Source: an optimization exercise on an open RTL-to-GDS flow (aim: small area, a short achievable clock period and few clock cycles per item). Production flows keep margins and buffers that such runs may drop. Function was checked by simulation only, so behaviour that the tests miss may differ from the original. Power and IR drop assume default switching activity.

Setup of job 6551:
Design dmem_ctrl, start of the top module:
module dmem_ctrl
#(
  parameter  int DEPTH       = 64,
  parameter  int WAIT_STATES = 0,
  localparam int ADDR_W      = $clog2(DEPTH) + 2
) (
  input  logic              clk,
  input  logic              rst_n,
  input  logic              req_valid,
  output logic              req_ready,
  input  logic              req_we,
  input  logic [2:0]        req_funct3,
  input  logic [ADDR_W-1:0] req_addr,
  input  logic [31:0]       req_wdata,
  output logic              rsp_valid,
  input  logic              rsp_ready,
  output logic [31:0]       rsp_rdata,
  output logic              rsp_err
);
  logic               s1_v;
  logic [7:0]         s1_hi;
  logic [7:0]         s1_hi_n;
  logic [7:0]         s1_lo;
  logic [3:0]         s1_wbe;
  logic [31:0]        s1_lane_n;
  logic               s1_zero;
  logic               s1_err;
  logic [2:0]         s1_f3;
  logic [1:0]         s1_alo;
  logic               s2_v;
  logic               s2_zero;
  logic               s2_err;
  ...
export LEC_CHECK = 0
export CAP_MARGIN = 20
export CORE_MARGIN = 2
export CORE_UTILIZATION = 70
export CTS_CLUSTER_DIAMETER = 80
export CTS_CLUSTER_SIZE = 25
export SETUP_SLACK_MARGIN = 2.75
export SLEW_MARGIN = 20
export SYNTH_HIERARCHICAL = 1
create_clock -name core_clock -period 5.0 [get_ports {clk}]
standard.sh (not shown) runs the stock make flow with config.mk's settings and CLKGATE_MAP_FILE= SYNTH_SCRIPT=/design/flow/synth_recipe.tcl, a recipe that flattens the netlist after the stock synthesis.
==> flow/flow/run.sh <==
#!/bin/bash
# Own layout flow: the standard flow (standard.sh), unchanged, except that
# after the standard synthesis the delay cells (clkdlybuf4s*, dlygate4sd*,
# dlymetal6s*) are added to the platform's don't-use list, so port buffering
# and timing repair use plain buffers instead of slow delay cells.
# Every port still gets a buffer; synthesis is run first, on its own, exactly
# as standard.sh does it.
set -euo pipefail
bash standard.sh synth > synth.log 2>&1
# the platform's own don't-use list (platforms/sky130hd/config.mk) ...
DU="sky130_fd_sc_hd__probe_p_8 sky130_fd_sc_hd__probec_p_8 sky130_fd_sc_hd__lpflow_bleeder_1 sky130_fd_sc_hd__lpflow_clkbufkapwr_1 sky130_fd_sc_hd__lpflow_clkbufkapwr_16 sky130_fd_sc_hd__lpflow_clkbufkapwr_2 sky130_fd_sc_hd__lpflow_clkbufkapwr_4 sky130_fd_sc_hd__lpflow_clkbufkapwr_8 sky130_fd_sc_hd__lpflow_clkinvkapwr_1 sky130_fd_sc_hd__lpflow_clkinvkapwr_16 sky130_fd_sc_hd__lpflow_clkinvkapwr_2 sky130_fd_sc_hd__lpflow_clkinvkapwr_4 sky130_fd_sc_hd__lpflow_clkinvkapwr_8 sky130_fd_sc_hd__lpflow_decapkapwr_12 sky130_fd_sc_hd__lpflow_decapkapwr_3 sky130_fd_sc_hd__lpflow_decapkapwr_4 sky130_fd_sc_hd__lpflow_decapkapwr_6 sky130_fd_sc_hd__lpflow_decapkapwr_8 sky130_fd_sc_hd__lpflow_inputiso0n_1 sky130_fd_sc_hd__lpflow_inputiso0p_1 sky130_fd_sc_hd__lpflow_inputiso1n_1 sky130_fd_sc_hd__lpflow_inputiso1p_1 sky130_fd_sc_hd__lpflow_inputisolatch_1 sky130_fd_sc_hd__lpflow_isobufsrc_1 sky130_fd_sc_hd__lpflow_isobufsrc_16 sky130_fd_sc_hd__lpflow_isobufsrc_2 sky130_fd_sc_hd__lpflow_isobufsrc_4 sky130_fd_sc_hd__lpflow_isobufsrc_8 sky130_fd_sc_hd__lpflow_isobufsrckapwr_16 sky130_fd_sc_hd__lpflow_lsbuf_lh_hl_isowell_tap_1 sky130_fd_sc_hd__lpflow_lsbuf_lh_hl_isowell_tap_2 sky130_fd_sc_hd__lpflow_lsbuf_lh_hl_isowell_tap_4 sky130_fd_sc_hd__lpflow_lsbuf_lh_isowell_4 sky130_fd_sc_hd__lpflow_lsbuf_lh_isowell_tap_1 sky130_fd_sc_hd__lpflow_lsbuf_lh_isowell_tap_2 sky130_fd_sc_hd__lpflow_lsbuf_lh_isowell_tap_4 "
# ... plus the delay cells
DU="$DU sky130_fd_sc_hd__clkdlybuf4s15_1 sky130_fd_sc_hd__clkdlybuf4s15_2"
DU="$DU sky130_fd_sc_hd__clkdlybuf4s18_1 sky130_fd_sc_hd__clkdlybuf4s18_2"
DU="$DU sky130_fd_sc_hd__clkdlybuf4s25_1 sky130_fd_sc_hd__clkdlybuf4s25_2"
DU="$DU sky130_fd_sc_hd__clkdlybuf4s50_1 sky130_fd_sc_hd__clkdlybuf4s50_2"
DU="$DU sky130_fd_sc_hd__dlygate4sd1_1 sky130_fd_sc_hd__dlygate4sd2_1 sky130_fd_sc_hd__dlygate4sd3_1"
DU="$DU sky130_fd_sc_hd__dlymetal6s2s_1 sky130_fd_sc_hd__dlymetal6s4s_1 sky130_fd_sc_hd__dlymetal6s6s_1"
bash standard.sh "DONT_USE_CELLS=$DU" finish > layout.log 2>&1
Testbench counts of job 6551, summed over its fixed seeds: cycles 16,024, items 16,000.
Edits applied to the flow inputs when going from job 6551 to job 6242:
# job 6551
export LEC_CHECK = 0
export CAP_MARGIN = 20
export CORE_MARGIN = 2
export CORE_UTILIZATION = 70
export CTS_CLUSTER_DIAMETER = 80
export CTS_CLUSTER_SIZE = 25
export SETUP_SLACK_MARGIN = 2.75
export SLEW_MARGIN = 20
export SYNTH_HIERARCHICAL = 1
create_clock -name core_clock -period 5.0 [get_ports {clk}]
# job 6242
export LEC_CHECK = 0
export CAP_MARGIN = 20
export CORE_MARGIN = 2
export CORE_UTILIZATION = 70
export CTS_CLUSTER_DIAMETER = 80
export CTS_CLUSTER_SIZE = 25
export SETUP_SLACK_MARGIN = 2.6
export SLEW_MARGIN = 20
export SYNTH_HIERARCHICAL = 1
create_clock -name core_clock -period 5.0 [get_ports {clk}]
diff --git a/flow/flow/run.sh b/flow/flow/run.sh
--- a/flow/flow/run.sh
+++ b/flow/flow/run.sh
@@ -2,5 +2,7 @@
 # Own layout flow: the standard flow (standard.sh), unchanged, except that
-# after the standard synthesis the delay cells (clkdlybuf4s*, dlygate4sd*,
-# dlymetal6s*) are added to the platform's don't-use list, so port buffering
-# and timing repair use plain buffers instead of slow delay cells.
+# - after the standard synthesis, flow/upsize.tcl gives the storage array's
+#   write-enable gates a larger drive strength (same logic), and
+# - the delay cells (clkdlybuf4s*, dlygate4sd*, dlymetal6s*) are added to the
+#   platform's don't-use list, so port buffering and timing repair use plain
+#   buffers instead of slow delay cells.
 # Every port still gets a buffer; synthesis is run first, on its own, exactly
@@ -9,2 +11,4 @@
 bash standard.sh synth > synth.log 2>&1
+SYNTH_ODB=orfs/results/sky130hd/dmem_ctrl/base/1_synth.odb \
+  openroad -no_init -exit flow/upsize.tcl > upsize.log 2>&1
 # the platform's own don't-use list (platforms/sky130hd/config.mk) ...
==> flow/flow/upsize.tcl (new file) <==
# Give the storage array's select and write-enable gates a drive strength to
# match their loads (8 flip-flop enables, or a row of read-mux gates), in the
# synthesized netlist before floorplanning. Logic is unchanged.
set odb $::env(SYNTH_ODB)
read_db $odb
set blk [ord::get_db_block]
set db [ord::get_db]
proc master {name} { return [$::db findMaster $name] }
set map [list {*u_we.y} sky130_fd_sc_hd__nor2_2 {*u_lw.y} sky130_fd_sc_hd__nand2_4]
array set n {}
foreach net [$blk getNets] {
  set nn [$net getName]
  foreach {pat cell} $map {
    if {[string match $pat $nn]} {
      foreach it [$net getITerms] {
        if {[$it isOutputSignal]} {
          set inst [$it getInst]
          set old [[$inst getMaster] getName]
          set want [master $cell]
          if {$want ne "NULL" && $old ne $cell} { $inst swapMaster $want; incr n($cell) }
        }
      }
    }
  }
}
foreach k [array names n] { puts "swapped $n($k) to $k" }
write_db $odb
--- outcome ---
Job 6242 vs. job 6551: area of the die went up, global-route usage went down, total of cells resized after clock tree synthesis went down, number of logic stages on the critical path including buffering went up.
Any difference in post-placement cell count between job 6551 and job 6242 is small enough to ignore.
Delta (job 6242 minus job 6551): combinational power moved down; buffering overhead went down.
For job 7228, these inputs were changed with respect to job 6242:
diff --git a/flow/flow/run.sh b/flow/flow/run.sh
--- a/flow/flow/run.sh
+++ b/flow/flow/run.sh
@@ -2,7 +2,5 @@
 # Own layout flow: the standard flow (standard.sh), unchanged, except that
-# - after the standard synthesis, flow/upsize.tcl gives the storage array's
-#   write-enable gates a larger drive strength (same logic), and
-# - the delay cells (clkdlybuf4s*, dlygate4sd*, dlymetal6s*) are added to the
-#   platform's don't-use list, so port buffering and timing repair use plain
-#   buffers instead of slow delay cells.
+# after the standard synthesis the delay cells (clkdlybuf4s*, dlygate4sd*,
+# dlymetal6s*) are added to the platform's don't-use list, so port buffering
+# and timing repair use plain buffers instead of slow delay cells.
 # Every port still gets a buffer; synthesis is run first, on its own, exactly
@@ -11,4 +9,2 @@
 bash standard.sh synth > synth.log 2>&1
-SYNTH_ODB=orfs/results/sky130hd/dmem_ctrl/base/1_synth.odb \
-  openroad -no_init -exit flow/upsize.tcl > upsize.log 2>&1
 # the platform's own don't-use list (platforms/sky130hd/config.mk) ...
removed: flow/flow/upsize.tcl
Notes after the runs:
Summary of job 7228 over job 6242: wire length of the first global-routing pass now larger; data required time of the critical path now smaller; post-route worst hold slack now smaller. The end of the critical path comes out r_mem_n[15][2] in one run and s2_raw[10] in the other, namely in job 7228 and job 6242 respectively.

========
== red ==
dmem_ctrl, a different RTL version from the one above (not shown whole).
Size: about 5,000 cells after synthesis, roughly 2,200 flip-flops, about 83 I/O pins, ~0.079 mm² of cells after synthesis.
Settings: LEC_CHECK=0, CAP_MARGIN=20, CORE_MARGIN=2, CORE_UTILIZATION=70, CTS_CLUSTER_DIAMETER=80, CTS_CLUSTER_SIZE=25, SETUP_SLACK_MARGIN=2.6, SLEW_MARGIN=20, SYNTH_HIERARCHICAL=1; clock period 5.0 ns.
run.sh (not shown) runs the stock make flow with config.mk's settings and CLKGATE_MAP_FILE= SYNTH_SCRIPT=/design/flow/synth_recipe.tcl, a recipe that flattens the netlist after the stock synthesis.
Stock flow here: none of the scripts above is used.
red ended with every stage complete and zero timing, DRC or antenna violations.
Testbench counts of red, summed over its fixed seeds: cycles 16,016, items 16,000.
### red -> blue
# red
export LEC_CHECK = 0
export CAP_MARGIN = 20
export CORE_MARGIN = 2
export CORE_UTILIZATION = 70
export CTS_CLUSTER_DIAMETER = 80
export CTS_CLUSTER_SIZE = 25
export SETUP_SLACK_MARGIN = 2.6
export SLEW_MARGIN = 20
export SYNTH_HIERARCHICAL = 1
create_clock -name core_clock -period 5.0 [get_ports {clk}]
# blue
export LEC_CHECK = 0
export CAP_MARGIN = 20
export CORE_MARGIN = 2
export CORE_UTILIZATION = 60
export CTS_CLUSTER_DIAMETER = 80
export CTS_CLUSTER_SIZE = 25
export SETUP_SLACK_MARGIN = 2.6
export SLEW_MARGIN = 20
export SYNTH_HIERARCHICAL = 1
create_clock -name core_clock -period 5.0 [get_ports {clk}]
[summary]
- Global-route total usage across every layer: blue lower than red
- Met2 layer usage reported by global route: blue vs red down 6.3 points
- Looking at via count across red and blue, the one that comes out lower is blue.

========
## job 101
Another version of the RTL of dmem_ctrl (not shown whole).
For scale: about 5100 cells after synthesis, about 83 I/O pins, roughly 83000 um2 of cells after synthesis.
Settings: LEC_CHECK=0, CAP_MARGIN=20, CORE_MARGIN=2, CORE_UTILIZATION=70, CTS_CLUSTER_DIAMETER=80, CTS_CLUSTER_SIZE=25, SETUP_SLACK_MARGIN=2.8, SLEW_MARGIN=20, SYNTH_HIERARCHICAL=1; clock period 5.0 ns.
standard.sh (not shown) runs the stock make flow with config.mk's settings and CLKGATE_MAP_FILE= SYNTH_SCRIPT=/design/flow/synth_recipe.tcl, a recipe that flattens the netlist after the stock synthesis.
==> flow/flow/run.sh <==
#!/bin/bash
# Own layout flow: the standard flow (standard.sh), unchanged, except that
# - after the standard synthesis, flow/upsize.tcl gives the storage array's
#   write-enable and word-select gates a larger drive strength (same
#   logic), and
# - the delay cells (clkdlybuf4s*, dlygate4sd*, dlymetal6s*) are added to the
#   platform's don't-use list, so port buffering and timing repair use plain
#   buffers instead of slow delay cells.
# Every port still gets a buffer; synthesis is run first, on its own, exactly
# as standard.sh does it.
set -euo pipefail
bash standard.sh synth > synth.log 2>&1
SYNTH_ODB=orfs/results/sky130hd/dmem_ctrl/base/1_synth.odb \
  openroad -no_init -exit flow/upsize.tcl > upsize.log 2>&1
# the platform's own don't-use list (platforms/sky130hd/config.mk) ...
DU="sky130_fd_sc_hd__probe_p_8 sky130_fd_sc_hd__probec_p_8 sky130_fd_sc_hd__lpflow_bleeder_1 sky130_fd_sc_hd__lpflow_clkbufkapwr_1 sky130_fd_sc_hd__lpflow_clkbufkapwr_16 sky130_fd_sc_hd__lpflow_clkbufkapwr_2 sky130_fd_sc_hd__lpflow_clkbufkapwr_4 sky130_fd_sc_hd__lpflow_clkbufkapwr_8 sky130_fd_sc_hd__lpflow_clkinvkapwr_1 sky130_fd_sc_hd__lpflow_clkinvkapwr_16 sky130_fd_sc_hd__lpflow_clkinvkapwr_2 sky130_fd_sc_hd__lpflow_clkinvkapwr_4 sky130_fd_sc_hd__lpflow_clkinvkapwr_8 sky130_fd_sc_hd__lpflow_decapkapwr_12 sky130_fd_sc_hd__lpflow_decapkapwr_3 sky130_fd_sc_hd__lpflow_decapkapwr_4 sky130_fd_sc_hd__lpflow_decapkapwr_6 sky130_fd_sc_hd__lpflow_decapkapwr_8 sky130_fd_sc_hd__lpflow_inputiso0n_1 sky130_fd_sc_hd__lpflow_inputiso0p_1 sky130_fd_sc_hd__lpflow_inputiso1n_1 sky130_fd_sc_hd__lpflow_inputiso1p_1 sky130_fd_sc_hd__lpflow_inputisolatch_1 sky130_fd_sc_hd__lpflow_isobufsrc_1 sky130_fd_sc_hd__lpflow_isobufsrc_16 sky130_fd_sc_hd__lpflow_isobufsrc_2 sky130_fd_sc_hd__lpflow_isobufsrc_4 sky130_fd_sc_hd__lpflow_isobufsrc_8 sky130_fd_sc_hd__lpflow_isobufsrckapwr_16 sky130_fd_sc_hd__lpflow_lsbuf_lh_hl_isowell_tap_1 sky130_fd_sc_hd__lpflow_lsbuf_lh_hl_isowell_tap_2 sky130_fd_sc_hd__lpflow_lsbuf_lh_hl_isowell_tap_4 sky130_fd_sc_hd__lpflow_lsbuf_lh_isowell_4 sky130_fd_sc_hd__lpflow_lsbuf_lh_isowell_tap_1 sky130_fd_sc_hd__lpflow_lsbuf_lh_isowell_tap_2 sky130_fd_sc_hd__lpflow_lsbuf_lh_isowell_tap_4 "
# ... plus the delay cells
DU="$DU sky130_fd_sc_hd__clkdlybuf4s15_1 sky130_fd_sc_hd__clkdlybuf4s15_2"
DU="$DU sky130_fd_sc_hd__clkdlybuf4s18_1 sky130_fd_sc_hd__clkdlybuf4s18_2"
DU="$DU sky130_fd_sc_hd__clkdlybuf4s25_1 sky130_fd_sc_hd__clkdlybuf4s25_2"
DU="$DU sky130_fd_sc_hd__clkdlybuf4s50_1 sky130_fd_sc_hd__clkdlybuf4s50_2"
DU="$DU sky130_fd_sc_hd__dlygate4sd1_1 sky130_fd_sc_hd__dlygate4sd2_1 sky130_fd_sc_hd__dlygate4sd3_1"
DU="$DU sky130_fd_sc_hd__dlymetal6s2s_1 sky130_fd_sc_hd__dlymetal6s4s_1 sky130_fd_sc_hd__dlymetal6s6s_1"
bash standard.sh "DONT_USE_CELLS=$DU" finish > layout.log 2>&1
Other scripts of this flow, unchanged in this note and not shown: flow/flow/upsize.tcl
Testbench counts of job 101, summed over its fixed seeds: cycles 16,024, items 16,000.
[inputs] job 102 vs job 101
Settings: a change of SETUP_SLACK_MARGIN from 2.8 to 2.6.
### Flow results
Every run (job 101 and job 102) finished clean. | clock skew | job 102 vs job 101 | ≈ equal |. Total power: job 102 better than job 101. Diff job 101 -> job 102 | weighted congestion reported at the end of routability-driven placement | down slightly. In the metrics for job 101 and job 102, the one carrying the lower sequential share of layout area is job 101. There was hardly any difference in fraction of area in clock buffers and inverters between job 101 and job 102. Summary: with job 101 as the reference, routed wire length in job 102 moved down slightly.

-- afterwards: timing with drivers on the ports --
How much do the figures lean on ideal ports? The routed layouts below were timed once more, with nothing changed but the port constraints. Step 1 (the two cells are an assumption about what drives the block):
set clk [get_ports {clk}]
set_driving_cell -lib_cell sky130_fd_sc_hd__clkbuf_16 $clk
set_driving_cell -lib_cell sky130_fd_sc_hd__buf_2 [delete_from_list [all_inputs] $clk]
Step 2 also shifts input and output timing later by t, the mid clock arrival at the registers, as if the neighbouring blocks saw the same clock. a / b / c = ideal ports / drivers / drivers and shift; a / b = the first two.
| run | shift t [ns] | slack for setup (ns) | latest minus earliest clock arrival (ns) |
|---|---|---|---|
| job 6551 | 0.808 | 2.558 / 2.558 / 2.078 | 0.028 / 0.028 |
| job 6242 | 0.794 | 2.629 / 2.562 / 2.117 | 0.037 / 0.037 |
| job 7228 | 0.801 | 2.506 / 2.506 / 2.180 | 0.031 / 0.031 |
| red | 0.790 | 2.542 / 2.537 / 1.810 | 0.022 / 0.022 |
| blue | 0.818 | 2.569 / 2.555 / 1.781 | 0.034 / 0.035 |
| job 101 | 0.791 | 2.594 / 2.514 / 2.226 | 0.032 / 0.032 |
| job 102 | 0.807 | 2.575 / 2.499 / 2.112 | 0.026 / 0.026 |
After both steps setup and hold are still met in every run listed. For blue, which loses most, drivers alone change the setup slack by -0.014 ns; drivers and shift together by -0.788 ns.
